From an optimization exercise on the open Yosys and OpenROAD flow, aimed at small area, a short achievable clock period and few clock cycles per item; shortcuts taken in it are not production practice.
At most, simulation tests tie the RTL to the original design; equivalence was not proved.
For run 1, only the layout was checked, not whether the RTL still works.

--- flow/design.v ---
`timescale 1ns / 1ps
package mcd_pkg;
    localparam int PT_W   = 11;
    localparam int CHAR_W = 8;
    localparam int DIST_W = 14;
    localparam int N_W    = 28;               
    localparam int X_W    = 29;               
    localparam logic [CHAR_W-1:0] CHAR_NEWLINE = 8'd10;
    localparam logic [CHAR_W-1:0] CHAR_MARK    = 8'd42;
    localparam logic REG_POINT_COL = 1'b0;
    localparam logic REG_POINT_ROW = 1'b1;
endpackage
`timescale 1ns / 1ps
module mcd_front (
    input  logic                         aclk,
    input  logic                         aresetn,
    input  logic                         s_tready,
    input  logic                         s_tvalid,
    input  logic [mcd_pkg::CHAR_W-1:0]   s_tdata,
    input  logic                         cfg_wen,
    input  logic                         cfg_index,
    input  logic [mcd_pkg::PT_W-1:0]     cfg_data,
    output logic                         v_o,
    output logic                         nl_o,
    output logic                         sat_o,
    output logic                         w_acc_o,
    output logic [mcd_pkg::X_W-1:0]      x_o
);
    logic [mcd_pkg::PT_W-1:0] pcol_reg, prow_reg;
    logic [mcd_pkg::PT_W-1:0] col_reg, row_reg;     
    logic                     accept, is_nl, is_mark;
    logic [mcd_pkg::PT_W:0]   ex, ey, fx, fy;
    logic [mcd_pkg::PT_W-1:0] dx, dy;
    logic                     va_reg, vb_reg, vc_reg, vd_reg;
    logic                     nla_reg, nlb_reg, nlc_reg, nld_reg;
    logic [mcd_pkg::PT_W-1:0] dxa_reg, dya_reg;
    logic [23:0]              sb_reg, cb_reg, eb_reg;
    logic                     satd_reg;
    logic [27:0]              yc0_reg, yc1_reg;
    logic [mcd_pkg::N_W-1:0]  nd_reg;
    logic [23:0]              pp_s, pp_c, pp_e;
    logic [27:0]              n_full, y0, y1;
    assign accept  = s_tvalid && s_tready;
    assign is_nl   = (s_tdata == mcd_pkg::CHAR_NEWLINE);
    assign is_mark = (s_tdata == mcd_pkg::CHAR_MARK);
    assign ex = {1'b0, pcol_reg} - {1'b0, col_reg};
    assign fx = {1'b0, col_reg} - {1'b0, pcol_reg};
    assign ey = {1'b0, prow_reg} - {1'b0, row_reg};
    assign fy = {1'b0, row_reg} - {1'b0, prow_reg};
    assign dx = ex[mcd_pkg::PT_W] ? fx[mcd_pkg::PT_W-1:0] : ex[mcd_pkg::PT_W-1:0];
    assign dy = ey[mcd_pkg::PT_W] ? fy[mcd_pkg::PT_W-1:0] : ey[mcd_pkg::PT_W-1:0];
    mcd_sqsum u_sqsum (
        .a (dxa_reg),
        .b (dya_reg),
        .s (pp_s),
        .c (pp_c),
        .e (pp_e)
    );
    mcd_x25 u_x25 (
        .s  (sb_reg),
        .c  (cb_reg),
        .e  (eb_reg),
        .y0 (y0),
        .y1 (y1)
    );
    assign n_full = yc0_reg + yc1_reg;
    always_ff @(posedge aclk) begin
        if (!aresetn) begin
            pcol_reg <= '0;
            prow_reg <= '0;
            col_reg  <= 11'd1;
            row_reg  <= 11'd1;
            va_reg   <= 1'b0;
            vb_reg   <= 1'b0;
            vc_reg   <= 1'b0;
            vd_reg   <= 1'b0;
        end else begin
            if (cfg_wen) begin
                if (cfg_index == mcd_pkg::REG_POINT_COL) pcol_reg <= cfg_data;
                else                                     prow_reg <= cfg_data;
            end
            if (accept) begin
                if (is_nl) begin
                    col_reg <= 11'd1;
                    if (!row_reg[10]) row_reg <= row_reg + 11'd1;
                end else if (!col_reg[10]) begin
                    col_reg <= col_reg + 11'd1;
                end
            end
            va_reg <= accept && (is_nl || is_mark);
            vb_reg <= va_reg;
            vc_reg <= vb_reg;
            vd_reg <= vc_reg;
        end
    end
    always_ff @(posedge aclk) begin
        nla_reg <= is_nl;
        dxa_reg <= dx;
        dya_reg <= dy;
        nlb_reg <= nla_reg;
        sb_reg  <= pp_s;
        cb_reg  <= pp_c;
        eb_reg  <= pp_e;
        nlc_reg <= nlb_reg;
        yc0_reg <= y0;
        yc1_reg <= y1;
        nld_reg <= nlc_reg;
        nd_reg  <= {n_full[25:0], 2'b00};
        satd_reg <= |n_full[27:26];
    end
    assign w_acc_o = accept && (is_nl || is_mark);
    assign v_o  = vd_reg;
    assign nl_o = nld_reg;
    assign sat_o = satd_reg;
    assign x_o  = {1'b0, nd_reg};
endmodule
module mcd_sqsum (
    input  logic [10:0] a,
    input  logic [10:0] b,
    output logic [23:0] s,
    output logic [23:0] c,
    output logic [23:0] e
);
    logic w1, w2, w3, w4, w5, w6, w7, w8, w9, w10, w11, w12, w13, w14, w15, w16, w17, w18, w19, w20, w21, w22, w23, w24, w25, w26, w27, w28, w29, w30, w31, w32, w33, w34, w35, w36, w37, w38, w39, w40, w41, w42, w43, w44, w45, w46, w47, w48, w49, w50, w51, w52, w53, w54, w55, w56, w57, w58, w59, w60, w61, w62, w63, w64, w65, w66, w67, w68, w69, w70, w71, w72, w73, w74, w75, w76, w77, w78, w79, w80, w81, w82, w83, w84, w85, w86, w87, w88, w89, w90, w91, w92, w93, w94, w95, w96, w97, w98, w99, w100, w101, w102, w103, w104, w105, w106, w107, w108, w109, w110, w111, w112, w113, w114, w115, w116, w117, w118, w119, w120, w121, w122, w123, w124, w125, w126, w127, w128, w129, w130, w131, w132, w133, w134, w135, w136, w137, w138, w139, w140, w141, w142, w143, w144, w145, w146, w147, w148, w149, w150, w151, w152, w153, w154, w155, w156, w157, w158, w159, w160, w161, w162, w163, w164;
    assign w1 = (a[0] & a[7]) ^ (a[1] & a[6]);
    assign w2 = (a[0] & a[7]) & (a[1] & a[6]);
    assign w3 = (a[0] & a[9]) ^ (a[1] & a[8]) ^ (a[2] & a[7]);
    assign w4 = ((a[0] & a[9]) & (a[1] & a[8])) | ((a[0] & a[9]) & (a[2] & a[7])) | ((a[1] & a[8]) & (a[2] & a[7]));
    assign w5 = (a[3] & a[6]) ^ (a[4] & a[5]);
    assign w6 = (a[3] & a[6]) & (a[4] & a[5]);
    assign w7 = (a[0] & a[10]) ^ (a[1] & a[9]) ^ (a[2] & a[8]);
    assign w8 = ((a[0] & a[10]) & (a[1] & a[9])) | ((a[0] & a[10]) & (a[2] & a[8])) | ((a[1] & a[9]) & (a[2] & a[8]));
    assign w9 = (a[3] & a[7]) ^ (a[4] & a[6]);
    assign w10 = (a[3] & a[7]) & (a[4] & a[6]);
    assign w11 = (a[1] & a[10]) ^ (a[2] & a[9]) ^ (a[3] & a[8]);
    assign w12 = ((a[1] & a[10]) & (a[2] & a[9])) | ((a[1] & a[10]) & (a[3] & a[8])) | ((a[2] & a[9]) & (a[3] & a[8]));
    assign w13 = (a[4] & a[7]) ^ (a[5] & a[6]) ^ a[6];
    assign w14 = ((a[4] & a[7]) & (a[5] & a[6])) | ((a[4] & a[7]) & a[6]) | ((a[5] & a[6]) & a[6]);
    assign w15 = (b[1] & b[10]) ^ (b[2] & b[9]);
    assign w16 = (b[1] & b[10]) & (b[2] & b[9]);
    assign w17 = (a[2] & a[10]) ^ (a[3] & a[9]) ^ (a[4] & a[8]);
    assign w18 = ((a[2] & a[10]) & (a[3] & a[9])) | ((a[2] & a[10]) & (a[4] & a[8])) | ((a[3] & a[9]) & (a[4] & a[8]));
    assign w19 = (a[3] & a[10]) ^ (a[4] & a[9]) ^ (a[5] & a[8]);
    assign w20 = ((a[3] & a[10]) & (a[4] & a[9])) | ((a[3] & a[10]) & (a[5] & a[8])) | ((a[4] & a[9]) & (a[5] & a[8]));
    assign w21 = (a[0] & a[5]) ^ (a[1] & a[4]) ^ (a[2] & a[3]);
    assign w22 = ((a[0] & a[5]) & (a[1] & a[4])) | ((a[0] & a[5]) & (a[2] & a[3])) | ((a[1] & a[4]) & (a[2] & a[3]));
    assign w23 = (a[0] & a[6]) ^ (a[1] & a[5]);
    assign w24 = (a[0] & a[6]) & (a[1] & a[5]);
    assign w25 = w1 ^ (a[2] & a[5]) ^ (a[3] & a[4]);
    assign w26 = (w1 & (a[2] & a[5])) | (w1 & (a[3] & a[4])) | ((a[2] & a[5]) & (a[3] & a[4]));
    assign w27 = a[4] ^ (b[0] & b[7]) ^ (b[1] & b[6]);
    assign w28 = (a[4] & (b[0] & b[7])) | (a[4] & (b[1] & b[6])) | ((b[0] & b[7]) & (b[1] & b[6]));
    assign w29 = w2 ^ (a[0] & a[8]) ^ (a[1] & a[7]);
    assign w30 = (w2 & (a[0] & a[8])) | (w2 & (a[1] & a[7])) | ((a[0] & a[8]) & (a[1] & a[7]));
    assign w31 = (a[2] & a[6]) ^ (a[3] & a[5]) ^ (b[0] & b[8]);
    assign w32 = ((a[2] & a[6]) & (a[3] & a[5])) | ((a[2] & a[6]) & (b[0] & b[8])) | ((a[3] & a[5]) & (b[0] & b[8]));
    assign w33 = (b[1] & b[7]) ^ (b[2] & b[6]);
    assign w34 = (b[1] & b[7]) & (b[2] & b[6]);
    assign w35 = w3 ^ w5 ^ a[5];
    assign w36 = (w3 & w5) | (w3 & a[5]) | (w5 & a[5]);
    assign w37 = (b[0] & b[9]) ^ (b[1] & b[8]) ^ (b[2] & b[7]);
    assign w38 = ((b[0] & b[9]) & (b[1] & b[8])) | ((b[0] & b[9]) & (b[2] & b[7])) | ((b[1] & b[8]) & (b[2] & b[7]));
    assign w39 = (b[3] & b[6]) ^ (b[4] & b[5]) ^ b[5];
    assign w40 = ((b[3] & b[6]) & (b[4] & b[5])) | ((b[3] & b[6]) & b[5]) | ((b[4] & b[5]) & b[5]);
    assign w41 = w4 ^ w6 ^ w7;
    assign w42 = (w4 & w6) | (w4 & w7) | (w6 & w7);
    assign w43 = w9 ^ (b[0] & b[10]) ^ (b[1] & b[9]);
    assign w44 = (w9 & (b[0] & b[10])) | (w9 & (b[1] & b[9])) | ((b[0] & b[10]) & (b[1] & b[9]));
    assign w45 = (b[2] & b[8]) ^ (b[3] & b[7]) ^ (b[4] & b[6]);
    assign w46 = ((b[2] & b[8]) & (b[3] & b[7])) | ((b[2] & b[8]) & (b[4] & b[6])) | ((b[3] & b[7]) & (b[4] & b[6]));
    assign w47 = w8 ^ w10 ^ w11;
    assign w48 = (w8 & w10) | (w8 & w11) | (w10 & w11);
    assign w49 = w13 ^ w15 ^ (b[3] & b[8]);
    assign w50 = (w13 & w15) | (w13 & (b[3] & b[8])) | (w15 & (b[3] & b[8]));
    assign w51 = (b[4] & b[7]) ^ (b[5] & b[6]) ^ b[6];
    assign w52 = ((b[4] & b[7]) & (b[5] & b[6])) | ((b[4] & b[7]) & b[6]) | ((b[5] & b[6]) & b[6]);
    assign w53 = w12 ^ w14 ^ w16;
    assign w54 = (w12 & w14) | (w12 & w16) | (w14 & w16);
    assign w55 = w17 ^ (a[5] & a[7]) ^ (b[2] & b[10]);
    assign w56 = (w17 & (a[5] & a[7])) | (w17 & (b[2] & b[10])) | ((a[5] & a[7]) & (b[2] & b[10]));
    assign w57 = (b[3] & b[9]) ^ (b[4] & b[8]) ^ (b[5] & b[7]);
    assign w58 = ((b[3] & b[9]) & (b[4] & b[8])) | ((b[3] & b[9]) & (b[5] & b[7])) | ((b[4] & b[8]) & (b[5] & b[7]));
    assign w59 = w18 ^ w19 ^ (a[6] & a[7]);
    assign w60 = (w18 & w19) | (w18 & (a[6] & a[7])) | (w19 & (a[6] & a[7]));
    assign w61 = a[7] ^ (b[3] & b[10]) ^ (b[4] & b[9]);
    assign w62 = (a[7] & (b[3] & b[10])) | (a[7] & (b[4] & b[9])) | ((b[3] & b[10]) & (b[4] & b[9]));
    assign w63 = (b[5] & b[8]) ^ (b[6] & b[7]) ^ b[7];
    assign w64 = ((b[5] & b[8]) & (b[6] & b[7])) | ((b[5] & b[8]) & b[7]) | ((b[6] & b[7]) & b[7]);
    assign w65 = w20 ^ (a[4] & a[10]) ^ (a[5] & a[9]);
    assign w66 = (w20 & (a[4] & a[10])) | (w20 & (a[5] & a[9])) | ((a[4] & a[10]) & (a[5] & a[9]));
    assign w67 = (a[6] & a[8]) ^ (b[4] & b[10]) ^ (b[5] & b[9]);
    assign w68 = ((a[6] & a[8]) & (b[4] & b[10])) | ((a[6] & a[8]) & (b[5] & b[9])) | ((b[4] & b[10]) & (b[5] & b[9]));
    assign w69 = (a[5] & a[10]) ^ (a[6] & a[9]) ^ (a[7] & a[8]);
    assign w70 = ((a[5] & a[10]) & (a[6] & a[9])) | ((a[5] & a[10]) & (a[7] & a[8])) | ((a[6] & a[9]) & (a[7] & a[8]));
    assign w71 = a[8] ^ (b[5] & b[10]) ^ (b[6] & b[9]);
    assign w72 = (a[8] & (b[5] & b[10])) | (a[8] & (b[6] & b[9])) | ((b[5] & b[10]) & (b[6] & b[9]));
    assign w73 = (a[0] & a[3]) ^ (a[1] & a[2]) ^ a[2];
    assign w74 = ((a[0] & a[3]) & (a[1] & a[2])) | ((a[0] & a[3]) & a[2]) | ((a[1] & a[2]) & a[2]);
    assign w75 = (a[0] & a[4]) ^ (a[1] & a[3]);
    assign w76 = (a[0] & a[4]) & (a[1] & a[3]);
    assign w77 = w21 ^ a[3] ^ (b[0] & b[5]);
    assign w78 = (w21 & a[3]) | (w21 & (b[0] & b[5])) | (a[3] & (b[0] & b[5]));
    assign w79 = (b[1] & b[4]) ^ (b[2] & b[3]);
    assign w80 = (b[1] & b[4]) & (b[2] & b[3]);
    assign w81 = w22 ^ w23 ^ (a[2] & a[4]);
    assign w82 = (w22 & w23) | (w22 & (a[2] & a[4])) | (w23 & (a[2] & a[4]));
    assign w83 = (b[0] & b[6]) ^ (b[1] & b[5]) ^ (b[2] & b[4]);
    assign w84 = ((b[0] & b[6]) & (b[1] & b[5])) | ((b[0] & b[6]) & (b[2] & b[4])) | ((b[1] & b[5]) & (b[2] & b[4]));
    assign w85 = w24 ^ w25 ^ w27;
    assign w86 = (w24 & w25) | (w24 & w27) | (w25 & w27);
    assign w87 = (b[2] & b[5]) ^ (b[3] & b[4]) ^ b[4];
    assign w88 = ((b[2] & b[5]) & (b[3] & b[4])) | ((b[2] & b[5]) & b[4]) | ((b[3] & b[4]) & b[4]);
    assign w89 = w26 ^ w28 ^ w29;
    assign w90 = (w26 & w28) | (w26 & w29) | (w28 & w29);
    assign w91 = w31 ^ w33 ^ (b[3] & b[5]);
    assign w92 = (w31 & w33) | (w31 & (b[3] & b[5])) | (w33 & (b[3] & b[5]));
    assign w93 = w30 ^ w32 ^ w34;
    assign w94 = (w30 & w32) | (w30 & w34) | (w32 & w34);
    assign w95 = w35 ^ w37 ^ w39;
    assign w96 = (w35 & w37) | (w35 & w39) | (w37 & w39);
    assign w97 = w36 ^ w38 ^ w40;
    assign w98 = (w36 & w38) | (w36 & w40) | (w38 & w40);
    assign w99 = w41 ^ w43 ^ w45;
    assign w100 = (w41 & w43) | (w41 & w45) | (w43 & w45);
    assign w101 = w42 ^ w44 ^ w46;
    assign w102 = (w42 & w44) | (w42 & w46) | (w44 & w46);
    assign w103 = w47 ^ w49 ^ w51;
    assign w104 = (w47 & w49) | (w47 & w51) | (w49 & w51);
    assign w105 = w48 ^ w50 ^ w52;
    assign w106 = (w48 & w50) | (w48 & w52) | (w50 & w52);
    assign w107 = w53 ^ w55 ^ w57;
    assign w108 = (w53 & w55) | (w53 & w57) | (w55 & w57);
    assign w109 = w54 ^ w56 ^ w58;
    assign w110 = (w54 & w56) | (w54 & w58) | (w56 & w58);
    assign w111 = w59 ^ w61 ^ w63;
    assign w112 = (w59 & w61) | (w59 & w63) | (w61 & w63);
    assign w113 = w60 ^ w62 ^ w64;
    assign w114 = (w60 & w62) | (w60 & w64) | (w62 & w64);
    assign w115 = w65 ^ w67 ^ (b[6] & b[8]);
    assign w116 = (w65 & w67) | (w65 & (b[6] & b[8])) | (w67 & (b[6] & b[8]));
    assign w117 = w66 ^ w68 ^ w69;
    assign w118 = (w66 & w68) | (w66 & w69) | (w68 & w69);
    assign w119 = w71 ^ (b[7] & b[8]) ^ b[8];
    assign w120 = (w71 & (b[7] & b[8])) | (w71 & b[8]) | ((b[7] & b[8]) & b[8]);
    assign w121 = w70 ^ w72 ^ (a[6] & a[10]);
    assign w122 = (w70 & w72) | (w70 & (a[6] & a[10])) | (w72 & (a[6] & a[10]));
    assign w123 = (a[7] & a[9]) ^ (b[6] & b[10]) ^ (b[7] & b[9]);
    assign w124 = ((a[7] & a[9]) & (b[6] & b[10])) | ((a[7] & a[9]) & (b[7] & b[9])) | ((b[6] & b[10]) & (b[7] & b[9]));
    assign w125 = (a[7] & a[10]) ^ (a[8] & a[9]) ^ a[9];
    assign w126 = ((a[7] & a[10]) & (a[8] & a[9])) | ((a[7] & a[10]) & a[9]) | ((a[8] & a[9]) & a[9]);
    assign w127 = (b[7] & b[10]) ^ (b[8] & b[9]) ^ b[9];
    assign w128 = ((b[7] & b[10]) & (b[8] & b[9])) | ((b[7] & b[10]) & b[9]) | ((b[8] & b[9]) & b[9]);
    assign w129 = (a[0] & a[1]) ^ a[1];
    assign w130 = (a[0] & a[1]) & a[1];
    assign w131 = w73 ^ (b[0] & b[3]);
    assign w132 = w73 & (b[0] & b[3]);
    assign w133 = w74 ^ w75 ^ (b[0] & b[4]);
    assign w134 = (w74 & w75) | (w74 & (b[0] & b[4])) | (w75 & (b[0] & b[4]));
    assign w135 = w76 ^ w77 ^ w79;
    assign w136 = (w76 & w77) | (w76 & w79) | (w77 & w79);
    assign w137 = w78 ^ w80 ^ w81;
    assign w138 = (w78 & w80) | (w78 & w81) | (w80 & w81);
    assign w139 = w82 ^ w84 ^ w85;
    assign w140 = (w82 & w84) | (w82 & w85) | (w84 & w85);
    assign w141 = w86 ^ w88 ^ w89;
    assign w142 = (w86 & w88) | (w86 & w89) | (w88 & w89);
    assign w143 = w90 ^ w92 ^ w93;
    assign w144 = (w90 & w92) | (w90 & w93) | (w92 & w93);
    assign w145 = w94 ^ w96 ^ w97;
    assign w146 = (w94 & w96) | (w94 & w97) | (w96 & w97);
    assign w147 = w98 ^ w100 ^ w101;
    assign w148 = (w98 & w100) | (w98 & w101) | (w100 & w101);
    assign w149 = w102 ^ w104 ^ w105;
    assign w150 = (w102 & w104) | (w102 & w105) | (w104 & w105);
    assign w151 = w106 ^ w108 ^ w109;
    assign w152 = (w106 & w108) | (w106 & w109) | (w108 & w109);
    assign w153 = w110 ^ w112 ^ w113;
    assign w154 = (w110 & w112) | (w110 & w113) | (w112 & w113);
    assign w155 = w114 ^ w116 ^ w117;
    assign w156 = (w114 & w116) | (w114 & w117) | (w116 & w117);
    assign w157 = w118 ^ w120 ^ w121;
    assign w158 = (w118 & w120) | (w118 & w121) | (w120 & w121);
    assign w159 = w122 ^ w124 ^ w125;
    assign w160 = (w122 & w124) | (w122 & w125) | (w124 & w125);
    assign w161 = w126 ^ w128 ^ (a[8] & a[10]);
    assign w162 = (w126 & w128) | (w126 & (a[8] & a[10])) | (w128 & (a[8] & a[10]));
    assign w163 = (a[9] & a[10]) ^ a[10] ^ (b[9] & b[10]);
    assign w164 = ((a[9] & a[10]) & a[10]) | ((a[9] & a[10]) & (b[9] & b[10])) | (a[10] & (b[9] & b[10]));
    assign s = {1'b0, 1'b0, w164, w162, w160, w158, w156, w154, w152, w150, w148, w146, w144, w142, w140, w138, w136, w134, w132, w131, w130, w129, 1'b0, a[0]};
    assign c = {1'b0, 1'b0, 1'b0, w163, w161, w159, w157, w155, w153, w151, w149, w147, w145, w143, w141, w139, w137, w135, w133, (b[1] & b[2]), (a[0] & a[2]), (b[0] & b[1]), 1'b0, b[0]};
    assign e = {1'b0, 1'b0, 1'b0, b[10], (b[8] & b[10]), w127, w123, w119, w115, w111, w107, w103, w99, w95, w91, w87, w83, b[3], (b[1] & b[3]), b[2], (b[0] & b[2]), b[1], 1'b0, 1'b0};
endmodule
module mcd_x25 (
    input  logic [23:0] s,
    input  logic [23:0] c,
    input  logic [23:0] e,
    output logic [27:0] y0,
    output logic [27:0] y1
);
    logic w1, w2, w3, w4, w5, w6, w7, w8, w9, w10, w11, w12, w13, w14, w15, w16, w17, w18, w19, w20, w21, w22, w23, w24, w25, w26, w27, w28, w29, w30, w31, w32, w33, w34, w35, w36, w37, w38, w39, w40, w41, w42, w43, w44, w45, w46, w47, w48, w49, w50, w51, w52, w53, w54, w55, w56, w57, w58, w59, w60, w61, w62, w63, w64, w65, w66, w67, w68, w69, w70, w71, w72, w73, w74, w75, w76, w77, w78, w79, w80, w81, w82, w83, w84, w85, w86, w87, w88, w89, w90, w91, w92, w93, w94, w95, w96, w97, w98, w99, w100, w101, w102, w103, w104, w105, w106, w107, w108, w109, w110, w111, w112, w113, w114, w115, w116, w117, w118, w119, w120, w121, w122, w123, w124, w125, w126, w127, w128, w129, w130, w131, w132, w133, w134, w135, w136, w137, w138, w139, w140, w141, w142, w143, w144, w145, w146, w147, w148, w149, w150, w151, w152, w153, w154, w155, w156, w157, w158, w159, w160, w161, w162, w163, w164, w165, w166, w167, w168, w169, w170, w171, w172, w173, w174, w175, w176, w177, w178, w179, w180, w181, w182, w183, w184, w185, w186, w187, w188, w189, w190, w191, w192, w193, w194, w195, w196, w197, w198, w199, w200, w201, w202, w203, w204, w205, w206, w207, w208, w209, w210, w211, w212, w213, w214, w215, w216, w217, w218, w219, w220, w221, w222, w223, w224, w225, w226, w227, w228, w229, w230, w231, w232;
    assign w1 = s[0] ^ c[0] ^ e[0];
    assign w2 = (s[0] & c[0]) | (s[0] & e[0]) | (c[0] & e[0]);
    assign w3 = s[1] ^ c[1] ^ e[1];
    assign w4 = (s[1] & c[1]) | (s[1] & e[1]) | (c[1] & e[1]);
    assign w5 = s[2] ^ c[2] ^ e[2];
    assign w6 = (s[2] & c[2]) | (s[2] & e[2]) | (c[2] & e[2]);
    assign w7 = s[3] ^ c[3] ^ e[3];
    assign w8 = (s[3] & c[3]) | (s[3] & e[3]) | (c[3] & e[3]);
    assign w9 = s[4] ^ c[4] ^ e[4];
    assign w10 = (s[4] & c[4]) | (s[4] & e[4]) | (c[4] & e[4]);
    assign w11 = s[5] ^ c[5] ^ e[5];
    assign w12 = (s[5] & c[5]) | (s[5] & e[5]) | (c[5] & e[5]);
    assign w13 = s[6] ^ c[6] ^ e[6];
    assign w14 = (s[6] & c[6]) | (s[6] & e[6]) | (c[6] & e[6]);
    assign w15 = s[7] ^ c[7] ^ e[7];
    assign w16 = (s[7] & c[7]) | (s[7] & e[7]) | (c[7] & e[7]);
    assign w17 = s[8] ^ c[8] ^ e[8];
    assign w18 = (s[8] & c[8]) | (s[8] & e[8]) | (c[8] & e[8]);
    assign w19 = s[9] ^ c[9] ^ e[9];
    assign w20 = (s[9] & c[9]) | (s[9] & e[9]) | (c[9] & e[9]);
    assign w21 = s[10] ^ c[10] ^ e[10];
    assign w22 = (s[10] & c[10]) | (s[10] & e[10]) | (c[10] & e[10]);
    assign w23 = s[11] ^ c[11] ^ e[11];
    assign w24 = (s[11] & c[11]) | (s[11] & e[11]) | (c[11] & e[11]);
    assign w25 = s[12] ^ c[12] ^ e[12];
    assign w26 = (s[12] & c[12]) | (s[12] & e[12]) | (c[12] & e[12]);
    assign w27 = s[13] ^ c[13] ^ e[13];
    assign w28 = (s[13] & c[13]) | (s[13] & e[13]) | (c[13] & e[13]);
    assign w29 = s[14] ^ c[14] ^ e[14];
    assign w30 = (s[14] & c[14]) | (s[14] & e[14]) | (c[14] & e[14]);
    assign w31 = s[15] ^ c[15] ^ e[15];
    assign w32 = (s[15] & c[15]) | (s[15] & e[15]) | (c[15] & e[15]);
    assign w33 = s[16] ^ c[16] ^ e[16];
    assign w34 = (s[16] & c[16]) | (s[16] & e[16]) | (c[16] & e[16]);
    assign w35 = s[17] ^ c[17] ^ e[17];
    assign w36 = (s[17] & c[17]) | (s[17] & e[17]) | (c[17] & e[17]);
    assign w37 = s[18] ^ c[18] ^ e[18];
    assign w38 = (s[18] & c[18]) | (s[18] & e[18]) | (c[18] & e[18]);
    assign w39 = s[19] ^ c[19] ^ e[19];
    assign w40 = (s[19] & c[19]) | (s[19] & e[19]) | (c[19] & e[19]);
    assign w41 = s[20] ^ c[20] ^ e[20];
    assign w42 = (s[20] & c[20]) | (s[20] & e[20]) | (c[20] & e[20]);
    assign w43 = s[21] ^ c[21] ^ e[21];
    assign w44 = (s[21] & c[21]) | (s[21] & e[21]) | (c[21] & e[21]);
    assign w45 = s[22] ^ c[22] ^ e[22];
    assign w46 = (s[22] & c[22]) | (s[22] & e[22]) | (c[22] & e[22]);
    assign w47 = s[23] ^ c[23] ^ e[23];
    assign w48 = (s[23] & c[23]) | (s[23] & e[23]) | (c[23] & e[23]);
    assign w49 = w1 ^ w3;
    assign w50 = w1 & w3;
    assign w51 = w3 ^ w5 ^ w11;
    assign w52 = (w3 & w5) | (w3 & w11) | (w5 & w11);
    assign w53 = w2 ^ w4;
    assign w54 = w2 & w4;
    assign w55 = w5 ^ w7 ^ w13;
    assign w56 = (w5 & w7) | (w5 & w13) | (w7 & w13);
    assign w57 = w4 ^ w6 ^ w12;
    assign w58 = (w4 & w6) | (w4 & w12) | (w6 & w12);
    assign w59 = w7 ^ w9 ^ w15;
    assign w60 = (w7 & w9) | (w7 & w15) | (w9 & w15);
    assign w61 = w6 ^ w8 ^ w14;
    assign w62 = (w6 & w8) | (w6 & w14) | (w8 & w14);
    assign w63 = w9 ^ w11 ^ w17;
    assign w64 = (w9 & w11) | (w9 & w17) | (w11 & w17);
    assign w65 = w8 ^ w10 ^ w16;
    assign w66 = (w8 & w10) | (w8 & w16) | (w10 & w16);
    assign w67 = w11 ^ w13 ^ w19;
    assign w68 = (w11 & w13) | (w11 & w19) | (w13 & w19);
    assign w69 = w10 ^ w12 ^ w18;
    assign w70 = (w10 & w12) | (w10 & w18) | (w12 & w18);
    assign w71 = w13 ^ w15 ^ w21;
    assign w72 = (w13 & w15) | (w13 & w21) | (w15 & w21);
    assign w73 = w12 ^ w14 ^ w20;
    assign w74 = (w12 & w14) | (w12 & w20) | (w14 & w20);
    assign w75 = w15 ^ w17 ^ w23;
    assign w76 = (w15 & w17) | (w15 & w23) | (w17 & w23);
    assign w77 = w14 ^ w16 ^ w22;
    assign w78 = (w14 & w16) | (w14 & w22) | (w16 & w22);
    assign w79 = w17 ^ w19 ^ w25;
    assign w80 = (w17 & w19) | (w17 & w25) | (w19 & w25);
    assign w81 = w16 ^ w18 ^ w24;
    assign w82 = (w16 & w18) | (w16 & w24) | (w18 & w24);
    assign w83 = w19 ^ w21 ^ w27;
    assign w84 = (w19 & w21) | (w19 & w27) | (w21 & w27);
    assign w85 = w18 ^ w20 ^ w26;
    assign w86 = (w18 & w20) | (w18 & w26) | (w20 & w26);
    assign w87 = w21 ^ w23 ^ w29;
    assign w88 = (w21 & w23) | (w21 & w29) | (w23 & w29);
    assign w89 = w20 ^ w22 ^ w28;
    assign w90 = (w20 & w22) | (w20 & w28) | (w22 & w28);
    assign w91 = w23 ^ w25 ^ w31;
    assign w92 = (w23 & w25) | (w23 & w31) | (w25 & w31);
    assign w93 = w22 ^ w24 ^ w30;
    assign w94 = (w22 & w24) | (w22 & w30) | (w24 & w30);
    assign w95 = w25 ^ w27 ^ w33;
    assign w96 = (w25 & w27) | (w25 & w33) | (w27 & w33);
    assign w97 = w24 ^ w26 ^ w32;
    assign w98 = (w24 & w26) | (w24 & w32) | (w26 & w32);
    assign w99 = w27 ^ w29 ^ w35;
    assign w100 = (w27 & w29) | (w27 & w35) | (w29 & w35);
    assign w101 = w26 ^ w28 ^ w34;
    assign w102 = (w26 & w28) | (w26 & w34) | (w28 & w34);
    assign w103 = w29 ^ w31 ^ w37;
    assign w104 = (w29 & w31) | (w29 & w37) | (w31 & w37);
    assign w105 = w28 ^ w30 ^ w36;
    assign w106 = (w28 & w30) | (w28 & w36) | (w30 & w36);
    assign w107 = w31 ^ w33 ^ w39;
    assign w108 = (w31 & w33) | (w31 & w39) | (w33 & w39);
    assign w109 = w30 ^ w32 ^ w38;
    assign w110 = (w30 & w32) | (w30 & w38) | (w32 & w38);
    assign w111 = w33 ^ w35 ^ w41;
    assign w112 = (w33 & w35) | (w33 & w41) | (w35 & w41);
    assign w113 = w32 ^ w34 ^ w40;
    assign w114 = (w32 & w34) | (w32 & w40) | (w34 & w40);
    assign w115 = w35 ^ w37 ^ w43;
    assign w116 = (w35 & w37) | (w35 & w43) | (w37 & w43);
    assign w117 = w34 ^ w36 ^ w42;
    assign w118 = (w34 & w36) | (w34 & w42) | (w36 & w42);
    assign w119 = w37 ^ w39 ^ w45;
    assign w120 = (w37 & w39) | (w37 & w45) | (w39 & w45);
    assign w121 = w36 ^ w38 ^ w44;
    assign w122 = (w36 & w38) | (w36 & w44) | (w38 & w44);
    assign w123 = w39 ^ w41 ^ w47;
    assign w124 = (w39 & w41) | (w39 & w47) | (w41 & w47);
    assign w125 = w38 ^ w40 ^ w46;
    assign w126 = (w38 & w40) | (w38 & w46) | (w40 & w46);
    assign w127 = w41 ^ w43 ^ w40;
    assign w128 = (w41 & w43) | (w41 & w40) | (w43 & w40);
    assign w129 = w42 ^ w48;
    assign w130 = w42 & w48;
    assign w131 = w43 ^ w45 ^ w42;
    assign w132 = (w43 & w45) | (w43 & w42) | (w45 & w42);
    assign w133 = w45 ^ w47;
    assign w134 = w45 & w47;
    assign w135 = w49 ^ w9;
    assign w136 = w49 & w9;
    assign w137 = w50 ^ w51 ^ w53;
    assign w138 = (w50 & w51) | (w50 & w53) | (w51 & w53);
    assign w139 = w52 ^ w54 ^ w55;
    assign w140 = (w52 & w54) | (w52 & w55) | (w54 & w55);
    assign w141 = w56 ^ w58 ^ w59;
    assign w142 = (w56 & w58) | (w56 & w59) | (w58 & w59);
    assign w143 = w60 ^ w62 ^ w63;
    assign w144 = (w60 & w62) | (w60 & w63) | (w62 & w63);
    assign w145 = w64 ^ w66 ^ w67;
    assign w146 = (w64 & w66) | (w64 & w67) | (w66 & w67);
    assign w147 = w68 ^ w70 ^ w71;
    assign w148 = (w68 & w70) | (w68 & w71) | (w70 & w71);
    assign w149 = w72 ^ w74 ^ w75;
    assign w150 = (w72 & w74) | (w72 & w75) | (w74 & w75);
    assign w151 = w76 ^ w78 ^ w79;
    assign w152 = (w76 & w78) | (w76 & w79) | (w78 & w79);
    assign w153 = w80 ^ w82 ^ w83;
    assign w154 = (w80 & w82) | (w80 & w83) | (w82 & w83);
    assign w155 = w84 ^ w86 ^ w87;
    assign w156 = (w84 & w86) | (w84 & w87) | (w86 & w87);
    assign w157 = w88 ^ w90 ^ w91;
    assign w158 = (w88 & w90) | (w88 & w91) | (w90 & w91);
    assign w159 = w92 ^ w94 ^ w95;
    assign w160 = (w92 & w94) | (w92 & w95) | (w94 & w95);
    assign w161 = w96 ^ w98 ^ w99;
    assign w162 = (w96 & w98) | (w96 & w99) | (w98 & w99);
    assign w163 = w100 ^ w102 ^ w103;
    assign w164 = (w100 & w102) | (w100 & w103) | (w102 & w103);
    assign w165 = w104 ^ w106 ^ w107;
    assign w166 = (w104 & w106) | (w104 & w107) | (w106 & w107);
    assign w167 = w108 ^ w110 ^ w111;
    assign w168 = (w108 & w110) | (w108 & w111) | (w110 & w111);
    assign w169 = w112 ^ w114 ^ w115;
    assign w170 = (w112 & w114) | (w112 & w115) | (w114 & w115);
    assign w171 = w116 ^ w118 ^ w119;
    assign w172 = (w116 & w118) | (w116 & w119) | (w118 & w119);
    assign w173 = w120 ^ w122 ^ w123;
    assign w174 = (w120 & w122) | (w120 & w123) | (w122 & w123);
    assign w175 = w124 ^ w126 ^ w127;
    assign w176 = (w124 & w126) | (w124 & w127) | (w126 & w127);
    assign w177 = w128 ^ w130 ^ w131;
    assign w178 = (w128 & w130) | (w128 & w131) | (w130 & w131);
    assign w179 = w132 ^ w133 ^ w44;
    assign w180 = (w132 & w133) | (w132 & w44) | (w133 & w44);
    assign w181 = w134 ^ w47 ^ w46;
    assign w182 = (w134 & w47) | (w134 & w46) | (w47 & w46);
    assign w183 = w1 ^ w7;
    assign w184 = w1 & w7;
    assign w185 = w135 ^ w2 ^ w8;
    assign w186 = (w135 & w2) | (w135 & w8) | (w2 & w8);
    assign w187 = w136 ^ w137 ^ w10;
    assign w188 = (w136 & w137) | (w136 & w10) | (w137 & w10);
    assign w189 = w138 ^ w139 ^ w57;
    assign w190 = (w138 & w139) | (w138 & w57) | (w139 & w57);
    assign w191 = w140 ^ w141 ^ w61;
    assign w192 = (w140 & w141) | (w140 & w61) | (w141 & w61);
    assign w193 = w142 ^ w143 ^ w65;
    assign w194 = (w142 & w143) | (w142 & w65) | (w143 & w65);
    assign w195 = w144 ^ w145 ^ w69;
    assign w196 = (w144 & w145) | (w144 & w69) | (w145 & w69);
    assign w197 = w146 ^ w147 ^ w73;
    assign w198 = (w146 & w147) | (w146 & w73) | (w147 & w73);
    assign w199 = w148 ^ w149 ^ w77;
    assign w200 = (w148 & w149) | (w148 & w77) | (w149 & w77);
    assign w201 = w150 ^ w151 ^ w81;
    assign w202 = (w150 & w151) | (w150 & w81) | (w151 & w81);
    assign w203 = w152 ^ w153 ^ w85;
    assign w204 = (w152 & w153) | (w152 & w85) | (w153 & w85);
    assign w205 = w154 ^ w155 ^ w89;
    assign w206 = (w154 & w155) | (w154 & w89) | (w155 & w89);
    assign w207 = w156 ^ w157 ^ w93;
    assign w208 = (w156 & w157) | (w156 & w93) | (w157 & w93);
    assign w209 = w158 ^ w159 ^ w97;
    assign w210 = (w158 & w159) | (w158 & w97) | (w159 & w97);
    assign w211 = w160 ^ w161 ^ w101;
    assign w212 = (w160 & w161) | (w160 & w101) | (w161 & w101);
    assign w213 = w162 ^ w163 ^ w105;
    assign w214 = (w162 & w163) | (w162 & w105) | (w163 & w105);
    assign w215 = w164 ^ w165 ^ w109;
    assign w216 = (w164 & w165) | (w164 & w109) | (w165 & w109);
    assign w217 = w166 ^ w167 ^ w113;
    assign w218 = (w166 & w167) | (w166 & w113) | (w167 & w113);
    assign w219 = w168 ^ w169 ^ w117;
    assign w220 = (w168 & w169) | (w168 & w117) | (w169 & w117);
    assign w221 = w170 ^ w171 ^ w121;
    assign w222 = (w170 & w171) | (w170 & w121) | (w171 & w121);
    assign w223 = w172 ^ w173 ^ w125;
    assign w224 = (w172 & w173) | (w172 & w125) | (w173 & w125);
    assign w225 = w174 ^ w175 ^ w129;
    assign w226 = (w174 & w175) | (w174 & w129) | (w175 & w129);
    assign w227 = w176 ^ w177 ^ w44;
    assign w228 = (w176 & w177) | (w176 & w44) | (w177 & w44);
    assign w229 = w178 ^ w179 ^ w46;
    assign w230 = (w178 & w179) | (w178 & w46) | (w179 & w46);
    assign w231 = w180 ^ w181 ^ w48;
    assign w232 = (w180 & w181) | (w180 & w48) | (w181 & w48);
    assign y0 = {w230, w228, w226, w224, w222, w220, w218, w216, w214, w212, w210, w208, w206, w204, w202, w200, w198, w196, w194, w192, w190, w188, w186, w184, w183, w5, w3, w1};
    assign y1 = {w231, w229, w227, w225, w223, w221, w219, w217, w215, w213, w211, w209, w207, w205, w203, w201, w199, w197, w195, w193, w191, w189, w187, w185, w6, w4, w2, 1'b0};
endmodule
`timescale 1ns / 1ps
module mcd_sqrt_step #(
    parameter int K = 0
) (
    input  logic [mcd_pkg::X_W-1:0] x,
    input  logic [15:0]             un,
    output logic [mcd_pkg::X_W-1:0] y,
    output logic [15:0]             un_o
);
    localparam int RW = K + 5;      
    localparam int DW = K + 6;      
    logic [13:0]   qn;              
    logic [RW-1:0] rp;
    logic [DW-1:0] d1, d2, d3;
    logic [1:0]    dig;
    logic [K+2:0]  rn;
    logic [15:0]   unm, unp;
    assign qn = 14'(x >> (mcd_pkg::X_W - K)) | ~((14'd1 << K) - 14'd1);
    assign rp = x[mcd_pkg::X_W-1-K -: RW];
    assign d1 = DW'(rp) + DW'({2'b11, qn, 3'b111});     
    assign d2 = DW'(rp) + DW'({1'b1, qn, 4'b1100});     
    assign d3 = DW'(rp) + DW'({un, 3'b111});            
    assign unm = un - 16'd1;                            
    assign unp = un + 16'd1;                            
    always_comb begin
        if (!d3[DW-1]) begin
            dig  = 2'd3;
            rn   = d3[K+2:0];
            un_o = {unm[13:0], 2'b01};
        end else if (!d2[DW-1]) begin
            dig  = 2'd2;
            rn   = d2[K+2:0];
            un_o = {un[13:0], 2'b00};
        end else if (!d1[DW-1]) begin
            dig  = 2'd1;
            rn   = d1[K+2:0];
            un_o = {un[13:0], 2'b11};
        end else begin
            dig  = 2'd0;
            rn   = rp[K+2:0];
            un_o = {unp[13:0], 2'b10};
        end
    end
    assign y = (mcd_pkg::X_W'({qn, ~dig} & ((16'd1 << (K + 2)) - 16'd1)) << (mcd_pkg::X_W - 2 - K))
             | (mcd_pkg::X_W'(rn) << (24 - 2 * K))
             | (x & ((mcd_pkg::X_W'(1) << (24 - 2 * K)) - mcd_pkg::X_W'(1)));
endmodule
module mcd_sqrt_cell #(
    parameter int K = 0
) (
    input  logic                     aclk,
    input  logic                     aresetn,
    input  logic                     v_i,
    input  logic                     nl_i,
    input  logic                     sat_i,
    input  logic [mcd_pkg::X_W-1:0]  x_i,
    input  logic [15:0]              un_i,
    output logic                     v_o,
    output logic                     nl_o,
    output logic                     sat_o,
    output logic [mcd_pkg::X_W-1:0]  x_o,
    output logic [15:0]              un_o
);
    logic                     v_reg, nl_reg, sat_reg;
    logic [mcd_pkg::X_W-1:0]  x_reg, x_next;
    logic [K+3:0]             un_reg;
    logic [15:0]              un_next;
    mcd_sqrt_step #(.K(K)) u_step (.x(x_i), .un(un_i), .y(x_next), .un_o(un_next));
    always_ff @(posedge aclk) begin
        if (!aresetn) v_reg <= 1'b0;
        else          v_reg <= v_i;
    end
    always_ff @(posedge aclk) begin
        nl_reg <= nl_i;
        sat_reg <= sat_i;
        x_reg  <= x_next;
        un_reg <= un_next[K+3:0];
    end
    assign v_o  = v_reg;
    assign nl_o = nl_reg;
    assign sat_o = sat_reg;
    assign x_o  = x_reg;
    assign un_o = 16'(un_reg) | ~((16'd1 << (K + 4)) - 16'd1);
endmodule
`timescale 1ns / 1ps
module mcd_out #(
    parameter int QN = 7,                  
    parameter int QB = (QN > 1) ? $clog2(QN) : 1
) (
    input  logic                        aclk,
    input  logic                        aresetn,
    input  logic                        w_acc,       
    input  logic                        v_i,
    input  logic                        nl_i,
    input  logic                        sat_i,       
    input  logic [mcd_pkg::X_W-1:0]     x_i,
    input  logic                        m_tready,
    output logic                        s_tready,
    output logic                        m_tvalid,
    output logic [15:0]                 m_tdata,
    output logic [0:0]                  m_tuser
);
    localparam int CW = $clog2(QN + 2);
    logic [13:0]   q, q1;
    logic [14:0]   r;
    logic          up;
    logic [14:0]   word_next, word;    
    logic          wv_reg;
    logic          h_valid, rdy_reg, take, h_free;
    logic [14:0]   h_word;
    logic [14:0]   mem [QN];
    logic [QB-1:0] wp, rp;
    logic [QB:0]   qcnt;
    logic [CW-1:0] cnt, cnt_next;
    logic          q_empty, push, pop;
    assign q  = ~x_i[28:15];             
    assign r  = x_i[14:0];
    assign q1 = q + 14'd1;
    assign up = (r > {1'b0, q});
    always_comb begin
        if (nl_i)                       word_next = {1'b1, 14'd0};
        else if (sat_i || (up && (&q))) word_next = {1'b0, 14'h3FFF};
        else if (up)                    word_next = {1'b0, q1};
        else                            word_next = {1'b0, q};
    end
    always_ff @(posedge aclk) begin
        if (!aresetn) wv_reg <= 1'b0;
        else          wv_reg <= v_i;
    end
    always_ff @(posedge aclk) begin
        word <= word_next;
    end
    assign take    = h_valid && m_tready;
    assign h_free  = !h_valid || take;
    assign q_empty = (qcnt == '0);
    assign pop     = h_free && !q_empty;
    assign push    = wv_reg && !(h_free && q_empty);
    always_comb begin
        cnt_next = cnt;
        if (w_acc && !take)      cnt_next = cnt + CW'(1);
        else if (!w_acc && take) cnt_next = cnt - CW'(1);
    end
    always_ff @(posedge aclk) begin
        if (!aresetn) begin
            h_valid <= 1'b0;
            rdy_reg <= 1'b1;
            cnt     <= '0;
            wp      <= '0;
            rp      <= '0;
            qcnt    <= '0;
        end else begin
            if (h_free) h_valid <= wv_reg || !q_empty;
            rdy_reg <= (cnt_next <= CW'(QN));
            cnt     <= cnt_next;
            if (push) wp <= (wp == QB'(QN - 1)) ? '0 : wp + QB'(1);
            if (pop)  rp <= (rp == QB'(QN - 1)) ? '0 : rp + QB'(1);
            if (push && !pop)      qcnt <= qcnt + (QB+1)'(1);
            else if (pop && !push) qcnt <= qcnt - (QB+1)'(1);
        end
    end
    always_ff @(posedge aclk) begin
        if (h_free) h_word <= q_empty ? word : mem[rp];
        if (push)   mem[wp] <= word;
    end
    assign s_tready = rdy_reg;
    assign m_tvalid = h_valid;
    assign m_tdata  = {2'b00, h_word[13:0]};
    assign m_tuser  = h_word[14];
endmodule
`timescale 1ns / 1ps
module marked_cell_distance #(
    parameter int MAX_COLS = 1024,
    parameter int MAX_ROWS = 1024
) (
    input  logic                        aclk,
    input  logic                        aresetn,
    input  logic                        s_tvalid,
    output logic                        s_tready,
    input  logic [7:0]                  s_tdata,    
    output logic                        m_tvalid,
    input  logic                        m_tready,
    output logic [15:0]                 m_tdata,    
    output logic [0:0]                  m_tuser,    
    input  logic                        cfg_wen,
    input  logic                        cfg_index,
    input  logic [mcd_pkg::PT_W-1:0]    cfg_data
);
    localparam int NS = 7;     
    logic                                w_acc;
    logic [NS:0]                         v_c, nl_c, sat_c;
    logic [NS:0][mcd_pkg::X_W-1:0]       x_c;
    logic [NS:0][15:0]                   un_c;
    assign un_c[0] = ~16'd1;    
    mcd_front u_front (
        .aclk      (aclk),
        .aresetn   (aresetn),
        .s_tready  (s_tready),
        .s_tvalid  (s_tvalid),
        .s_tdata   (s_tdata),
        .cfg_wen   (cfg_wen),
        .cfg_index (cfg_index),
        .cfg_data  (cfg_data),
        .v_o       (v_c[0]),
        .nl_o      (nl_c[0]),
        .sat_o     (sat_c[0]),
        .w_acc_o   (w_acc),
        .x_o       (x_c[0])
    );
    for (genvar i = 0; i < NS; i++) begin : g_cell
        mcd_sqrt_cell #(
            .K (2 * i)
        ) u_cell (
            .aclk    (aclk),
            .aresetn (aresetn),
            .v_i     (v_c[i]),
            .nl_i    (nl_c[i]),
            .sat_i   (sat_c[i]),
            .x_i     (x_c[i]),
            .un_i    (un_c[i]),
            .v_o     (v_c[i+1]),
            .nl_o    (nl_c[i+1]),
            .sat_o   (sat_c[i+1]),
            .x_o     (x_c[i+1]),
            .un_o    (un_c[i+1])
        );
    end
    mcd_out u_out (
        .aclk     (aclk),
        .aresetn  (aresetn),
        .v_i      (v_c[NS]),
        .nl_i     (nl_c[NS]),
        .sat_i    (sat_c[NS]),
        .x_i      (x_c[NS]),
        .m_tready (m_tready),
        .w_acc    (w_acc),
        .s_tready (s_tready),
        .m_tvalid (m_tvalid),
        .m_tdata  (m_tdata),
        .m_tuser  (m_tuser)
    );
endmodule
--- flow/run.sh ---
#!/bin/bash
# synth_recipe.tcl (not shown) runs the flow's synth.tcl, then flattens the netlist and writes it again
# the make line also repeats each setting of config.mk as NAME=value (left out here)
make -C /OpenROAD-flow-scripts/flow DESIGN_CONFIG=/design/flow/config.mk WORK_HOME=/design/flow/orfs CLKGATE_MAP_FILE= SYNTH_SCRIPT=/design/flow/synth_recipe.tcl finish
--- flow/config.mk ---
export PLATFORM = sky130hd
export DESIGN_NAME = marked_cell_distance
export DESIGN_NICKNAME = marked_cell_distance
export VERILOG_FILES = /design/flow/design.v
export SDC_FILE = /design/flow/constraint.sdc
export NUM_CORES = 4
export LEC_CHECK = 0
export ABC_CLOCK_PERIOD_IN_PS = 2500
export CAP_MARGIN = 20
export CORE_MARGIN = 2
export CORE_UTILIZATION = 40
export SETUP_SLACK_MARGIN = 3.6
export SLEW_MARGIN = 20
--- flow/constraint.sdc ---
create_clock -name core_clock -period 6.5 [get_ports {aclk}]
set_input_delay 1.3000 -clock core_clock [delete_from_list [all_inputs] [get_ports {aclk}]]
set_output_delay 1.3000 -clock core_clock [all_outputs]
set_load 0.01 [all_outputs]
==> results of run 1 <==
[synthesized netlist by cell type (22+ instances only)]
| master | number |
|---|---|
| a211oi_1 | 38 |
| a21o_1 | 52 |
| a21oi_1 | 212 |
| and2_1 | 108 |
| and3_1 | 22 |
| clkbuf_1 | 50 |
| dfxtp_1 | 513 |
| edfxtp_1 | 120 |
| fa_1 | 150 |
| ha_1 | 291 |
| inv_1 | 267 |
| mux2i_1 | 67 |
| nand2_1 | 216 |
| nand2b_1 | 42 |
| nand3_1 | 33 |
| nor2_1 | 197 |
| nor2b_1 | 43 |
| nor3_1 | 75 |
| o21a_1 | 25 |
| o21ai_0 | 149 |
| xnor2_1 | 152 |
| xor2_1 | 94 |
[routing by layer]
layer  vias up  part of all wire  global-route usage
li1      11312                 -                   -
met2       320              0.49               0.291
met5         -                 0                   0
met3       124             0.031              0.0225
met4         0             0.028              0.0512
met1     10634              0.45               0.209
[metrics by stage]
step,instances
floorplan,3221
global placement,4265
detailed placement,4265
CTS,4411
global route,4440
finish,4440
[worst paths after layout]
check | startpoint | end
worst max register to register | g_cell[5].u_cell.x_reg[5] | g_cell[6].u_cell.x_reg[14]
worst min register to register | g_cell[1].u_cell.x_reg[11] | g_cell[2].u_cell.x_reg[11]
worst max-delay path | g_cell[5].u_cell.x_reg[5] | g_cell[6].u_cell.x_reg[14]
worst min-delay path | g_cell[1].u_cell.x_reg[11] | g_cell[2].u_cell.x_reg[11]
[logic make-up after synthesis]
logic type | share of synthesized area
simple gates | 0.123
compound gates | 0.122
flops | 0.417
fa+ha+maj | 0.200
buf+inv | 0.0406
xor+xnor | 0.0648
mux | 0.0330
other cells | 0.000113
[final cells by class]
cell class	count	area, um^2
clock buffers	94	1980
flip-flops and latches	633	13900
fillers	7685	44100
inverters	267	1010
repair buffers	92	895
multi-input cells	2247	18500
well taps	1070	1340
clock inverters	37	514
[timing repair]
item                                    in CTS  in global routing
resized for setup                           39                 58
endpoints found under the setup margin     144                137
pin swaps                                   10                 26
gates cloned                                 2                  2
hold buffers                                 0                  0
buffers inserted                            13                 27
[worst max-delay path: cells and delay by family (launching register included)]
kind	cells	cell delay, ns
compound gates	6	1.70
flops	1	0.37
simple gates	2	0.30
fa+ha+maj	1	0.38
==> impl_metrics.csv, run 1 <==
group,metric,value,unit
finish,drive_gt1_frac,0.0920,
logic_synthesis,synth_edf_count,120,
place,dpl_cell_area,34800,um^2
sta,fmax,352,MHz
finish,synthToLayoutAreaGrowth,14.5,%
min_path,hold_depth,0,
sta,worstMarginPinSlew,1.05,ns
critical_path,regToRegSetupSlack,3.66,ns
clocking,insertion_delay,0.61,ns
critical_path,cp_cell_sequence,"ha_1 > a21oi_1 > nor2b_1 > a311oi_2 > a211oi_1 > a31oi_2 > a21oi_4 > nor2_2 > a221o_1",
critical_path,crit_type,"flop to flop",
global_route,grt_overflow,0,
sta,finalSetupTns,0,ns
logic_synthesis,synth_area_leader_cell,"dfxtp_1",
finish,diodes,0,
min_path,hold_path.class,"flop to flop",
critical_path,cp.required,7.02,ns
finish,nNetsFinal,3778,
logic_synthesis,synth-async-reset-ratio,0,
sta,finalHoldViolCount,0,
finish,final_core_util,0.463,
sta,slew_viol_final,0,
detailed_routing,wl,70900,um
detailed_routing,wl_per_cell,16.0,um
place,dp_slack,2.51,ns
logic_synthesis,postSynthAreaPerCell,10.3,um^2
logic_synthesis,ys.warnings.count,16,
sta,period_share,0.437,
global_route,grt_pass1_vias,22405,
detailed_routing,vias,22390,
clocking,root_buffer,"clkbuf_16",
sta,skew,0.0282,ns
place,portBuffers,41,
floorplanning,dieArea,85500,um^2
global_route,grt_max_degree,48,
floorplanning,core,82200,um^2
global_route,grt_usage,0.165,
logic_synthesis,syn_inst,3220,
logic_synthesis,syn_area,33300,um^2
sta,fin_ws,3.66,ns
sta,rsz0062_at_grt,"true",
logic_synthesis,ys_ff_latch,633,
place,gp_congestion,0.829,
critical_path,max_stage_delay,0.57,ns
clocking,cts_tree,"built",
critical_path,crit_path_max_fanout,11,
critical_path,critPathArrivalTime,3.36,ns
clocking,path_clk_slew,0.06,ns
finish,largest_reg_flops,190,
logic_synthesis,ys.flop_type,"dfxtp_1",
run,cap_violations,0,
logic_synthesis,synth_top_cell_area_share,0.309,
logic_synthesis,synth_area_leaders,"dfxtp_1, ha_1, edfxtp_1",
finish,final_cell_mix,"dfxtp_1, ha_1, inv_1, nand2_1, a21oi_1",
clocking,cts_sinks,633,
clocking,cts_buffers,71,
critical_path,ff2ff_path_depth,9,
place,post-dp-hpwl,52200,um
sta,timing.hold.ws,0.307,ns
clocking,clockBufferDepth,3,
detailed_routing,drt_first_iter_violations,994,
critical_path,worstSetupEndpointType,"flop",
global_route,grt_pass1_wl,115000,um
status,status,"timing/DRC/antenna clean",
critical_path,cp-start-kind,"flop",
sta,relSlewSlack,0.302,
floorplanning,row_count,105,
finish,final_area,38100,um^2
critical_path,crit_slowest_cell,"a211oi_1",
floorplanning,initial_core_util,0.405,
sta,period_needed,2.84,ns
floorplanning,pin_count,44,
sta,setup-violations-final,0,
finish,final_common_cell,"dfxtp_1",
logic_synthesis,ys_seq_area_frac,0.417,
clocking,h-tree-depth,3,
detailed_routing,drtAntennaViolNets,0,
floorplanning,die-width,292,um
detailed_routing,vias_per_cell,5.04,
global_route,grt_antenna_before_repair,0,
floorplanning,die_h,292,um
detailed_routing,drc_errors,0,
detailed_routing,dr.pass1.iters,5,
logic_synthesis,synthDistinctLibCells,89,
==> inputs of run 2 (changes only) <==
--- a/flow/design.v
+++ b/flow/design.v
@@ -581,7 +581,8 @@
              | (x & ((mcd_pkg::X_W'(1) << (24 - 2 * K)) - mcd_pkg::X_W'(1)));
 endmodule
 module mcd_sqrt_cell #(
-    parameter int K = 0
+    parameter int K = 0,
+    parameter int N = 1
 ) (
     input  logic                     aclk,
     input  logic                     aresetn,
@@ -598,9 +599,21 @@
 );
     logic                     v_reg, nl_reg, sat_reg;
     logic [mcd_pkg::X_W-1:0]  x_reg, x_next;
-    logic [K+3:0]             un_reg;
-    logic [15:0]              un_next;
-    mcd_sqrt_step #(.K(K)) u_step (.x(x_i), .un(un_i), .y(x_next), .un_o(un_next));
+    localparam int KO = K + 2 * N;      
+    logic [KO+1:0]                 un_reg;
+    logic [N:0][mcd_pkg::X_W-1:0]  xs;
+    logic [N:0][15:0]              uns;
+    assign xs[0]  = x_i;
+    assign uns[0] = un_i;
+    for (genvar j = 0; j < N; j++) begin : g_step
+        mcd_sqrt_step #(.K(K + 2 * j)) u_step (
+            .x    (xs[j]),
+            .un   (uns[j]),
+            .y    (xs[j+1]),
+            .un_o (uns[j+1])
+        );
+    end
+    assign x_next = xs[N];
     always_ff @(posedge aclk) begin
         if (!aresetn) v_reg <= 1'b0;
         else          v_reg <= v_i;
@@ -609,13 +622,13 @@
         nl_reg <= nl_i;
         sat_reg <= sat_i;
         x_reg  <= x_next;
-        un_reg <= un_next[K+3:0];
+        un_reg <= uns[N][KO+1:0];
     end
     assign v_o  = v_reg;
     assign nl_o = nl_reg;
     assign sat_o = sat_reg;
     assign x_o  = x_reg;
-    assign un_o = 16'(un_reg) | ~((16'd1 << (K + 4)) - 16'd1);
+    assign un_o = 16'(un_reg) | ~((16'd1 << (KO + 2)) - 16'd1);
 endmodule
 `timescale 1ns / 1ps
 module mcd_out #(
@@ -720,7 +733,7 @@
     input  logic                        cfg_index,
     input  logic [mcd_pkg::PT_W-1:0]    cfg_data
 );
-    localparam int NS = 7;     
+    localparam int NS = 6;     
     logic                                w_acc;
     logic [NS:0]                         v_c, nl_c, sat_c;
     logic [NS:0][mcd_pkg::X_W-1:0]       x_c;
@@ -743,7 +756,8 @@
     );
     for (genvar i = 0; i < NS; i++) begin : g_cell
         mcd_sqrt_cell #(
-            .K (2 * i)
+            .K ((i == 0) ? 0 : 2 * i + 2),
+            .N ((i == 0) ? 2 : 1)
         ) u_cell (
             .aclk    (aclk),
             .aresetn (aresetn),
--- a/flow/config.mk
+++ b/flow/config.mk
@@ -9,5 +9,5 @@
 export CAP_MARGIN = 20
 export CORE_MARGIN = 2
 export CORE_UTILIZATION = 40
-export SETUP_SLACK_MARGIN = 3.6
+export SETUP_SLACK_MARGIN = 3.9
 export SLEW_MARGIN = 20
==> run 2 against run 1 <==
Net effect: still clean on timing, DRC and antenna; global-route usage is 0.60 points higher; area after synthesis hardly changed; design area is 3.8% higher; synthesized cell count is 2.9% higher; wire length is 5.1% higher; clock skew is 0.012 ns higher; clock-buffer cell count is 10 lower; first-iteration DRC count is 7.5% higher; critical endpoint is now g_cell[4].u_cell.un_reg[12]; largest cell class unchanged.
==> impl_metrics.csv, run 2 <==
group,metric,value,unit
logic_synthesis,synthTopCellsByCount,"dfxtp_1, inv_1, ha_1",
clocking,path_clk_slew,0.06,ns
critical_path,cp.required,7.03,ns
detailed_routing,dr.pass1.iters,5,
floorplanning,pin_count,44,
logic_synthesis,ys_ff_latch,599,
clocking,cts_tree,"built",
logic_synthesis,postSynthAreaPerCell,10.0,um^2
detailed_routing,wl_per_cell,16.3,um
finish,final_cell_mix,"dfxtp_1, inv_1, ha_1, nand2_1, a21oi_1",
logic_synthesis,syn_inst,3314,
critical_path,max_stage_delay,0.46,ns
logic_synthesis,yosysMostFrequentCell,"dfxtp_1",
global_route,grt_pass1_wl,120000,um
finish,final_common_cell,"dfxtp_1",
logic_synthesis,synth-async-reset-ratio,0,
clocking,cts_buffers,67,
sta,rsz0062_at_grt,"true",
logic_synthesis,ys_seq_area_frac,0.396,
place,portBuffers,41,
critical_path,crit_slowest_cell,"or4_4",
clocking,h-tree-depth,3,
min_path,hold_path.class,"flop to flop",
global_route,grt_antenna_before_repair,0,
place,gp_congestion,0.863,
logic_synthesis,ys.flop_type,"dfxtp_1",
finish,final_core_util,0.481,
finish,diodes,0,
floorplanning,row_count,105,
floorplanning,die-width,293,um
floorplanning,core,82200,um^2
critical_path,cp-start-kind,"flop",
logic_synthesis,synth_edf_count,120,
critical_path,worstSetupEndpointType,"flop",
finish,synthToLayoutAreaGrowth,18.7,%
critical_path,critPathArrivalTime,3.21,ns
finish,largest_reg_flops,163,
run,cap_violations,0,
clocking,root_buffer,"clkbuf_16",
global_route,grt_pass1_vias,23312,
clocking,clockBufferDepth,3,
global_route,grt_overflow,0,
floorplanning,dieArea,85600,um^2
sta,period_needed,2.68,ns
place,post-dp-hpwl,54100,um
sta,slew_viol_final,0,
sta,finalHoldViolCount,0,
finish,nFillCells,7595,
critical_path,crit_type,"flop to flop",
logic_synthesis,ys.warnings.count,15,
logic_synthesis,synth_top_cell_area_share,0.288,
clocking,cts_sinks,599,
detailed_routing,vias_per_cell,5.13,
clocking,hold_buffers,0,
global_route,grt_usage,0.171,
logic_synthesis,syn_area,33300,um^2
detailed_routing,vias,23493,
detailed_routing,drtAntennaViolNets,0,
critical_path,crit_family,"simple AND/OR/NAND/NOR gates",
critical_path,path_buf_inv,1,
detailed_routing,drt_first_iter_violations,1069,
global_route,grt_max_degree,68,
logic_synthesis,synth_area_leaders,"dfxtp_1, edfxtp_1, ha_1",
clocking,insertion_delay,0.62,ns
sta,period_share,0.412,
critical_path,cp_cell_sequence,"ha_4 > a21o_1 > a211o_1 > or3_4 > nor3_4 > nor2_2 > buf_6 > or4_4 > o32ai_4 > xor2_1",
detailed_routing,wl,74600,um
finish,nNetsFinal,3923,
logic_synthesis,synthDistinctLibCells,95,
detailed_routing,drc_errors,0,
floorplanning,die_h,293,um
sta,skew,0.0406,ns
sta,finalSetupTns,0,ns
finish,drive_gt1_frac,0.171,
logic_synthesis,synth_area_leader_cell,"dfxtp_1",
sta,setup-violations-final,0,
floorplanning,initial_core_util,0.405,
status,status,"timing/DRC/antenna clean",
critical_path,crit_path_max_fanout,5,
sta,fmax,373,MHz
sta,relSlewSlack,0.300,
sta,worstMarginPinSlew,1.05,ns
## run 2: final cells by class
class / count / area (um^2) / share of cell area
Clock buffer: 84 / 1820 / 0.0460
Clock inverter: 34 / 561 / 0.0142
Inverter: 333 / 1260 / 0.0319
Multi-Input combinational cell: 2282 / 19700 / 0.497
Sequential cell: 599 / 13400 / 0.338
Tap cell: 1070 / 1340 / 0.0339
Timing Repair Buffer: 177 / 1540 / 0.0389
## run 2: what timing repair did
action | 4_1_cts | 5_1_grt
gates resized for setup | 180 | 223
endpoints found under the setup margin | 252 | 180
buffers inserted | 25 | 95
gates cloned | 0 | 4
pin swaps | 30 | 126
hold endpoints to repair | 0 | 0
## run 2: cell families (layout without fill, tap and decap cells)
| group | Yosys count | count (layout) | synth area share |
|---|---|---|---|
| DFF | 599 | 599 | 0.396 |
| xor gates and xnor gates | 210 | 210 | 0.0552 |
| buffers and inverters | 435 | 628 | 0.0504 |
| adders and majority gates | 438 | 438 | 0.201 |
| muxes | 78 | 78 | 0.0292 |
| AOI/OAI and AO/OA | 723 | 724 | 0.143 |
| other | 1 | 2 | 0.000113 |
| and+or+nand+nor | 830 | 830 | 0.125 |
## run 2: metal layers
metal,vias up,track usage,share of wire
li1,11749,-,-
met3,123,0.0231,0.035
met4,0,0.0487,0.025
met1,11246,0.217,0.44
met2,375,0.303,0.49
met5,-,0,0
## run 2: worst paths after layout
check / startpoint / to / cells after the start / slack, ns
setup / recovery: g_cell[3].u_cell.x_reg[27] / g_cell[4].u_cell.un_reg[12] / 10 / 3.82
hold / removal: g_cell[0].u_cell.x_reg[11] / g_cell[1].u_cell.x_reg[11] / 0 / 0.31
setup reg to reg: g_cell[3].u_cell.x_reg[27] / g_cell[4].u_cell.un_reg[12] / 10 / 3.82
hold reg to reg: g_cell[0].u_cell.x_reg[11] / g_cell[1].u_cell.x_reg[11] / 0 / 0.31
## run 2: stage by stage
stage | instance area [um^2] | hold slack, ns | instances | setup slack (ns)
finish | 39500 | 0.306 | 4579 | 3.82
floorplan | 33500 | 0.310 | 3315 | 3.72
global placement | 34900 | 0.310 | 4336 | 2.97
CTS | 38000 | 0.303 | 4479 | 3.76
detailed placement | 34900 | 0.312 | 4336 | 3.00
global route | 39500 | 0.309 | 4579 | 3.75
Testbench counts of run 2, summed over its fixed seeds: cycles 32,176, items 32,000.

## re-timing with driven ports
No port has a modelled driver above. Below, the same layouts with a new extraction and two added sets of constraints.
Step 1 assumes that a clkbuf_16 drives the clock port and a buf_2 every other input.
Step 2 adds t to the input delays and takes it off the output delays; t is the mean of the earliest and latest rising clock arrival at the registers after step 1. Input paths then give back, and output paths get back, about the clock's delay inside the block.
Three values: ideal ports, drivers, drivers and shift; two values: the first two.
| run | t, ns | setup slack, ns | slew at the worst register clock pin (ns) | worst data-port slew with drivers (ns) | pins driven straight from the clock port |
|---|---|---|---|---|---|
| run 1 | 0.666 | 3.659 / 3.640 / 3.065 | 0.06 / 0.06 | 0.05 | 1 |
| run 2 | 0.667 | 3.821 / 3.821 / 3.372 | 0.07 / 0.07 | 0.04 | 1 |
After both steps setup and hold are still met in every run listed. For run 1, which loses most, drivers alone change the setup slack by -0.019 ns; drivers and shift together by -0.594 ns.
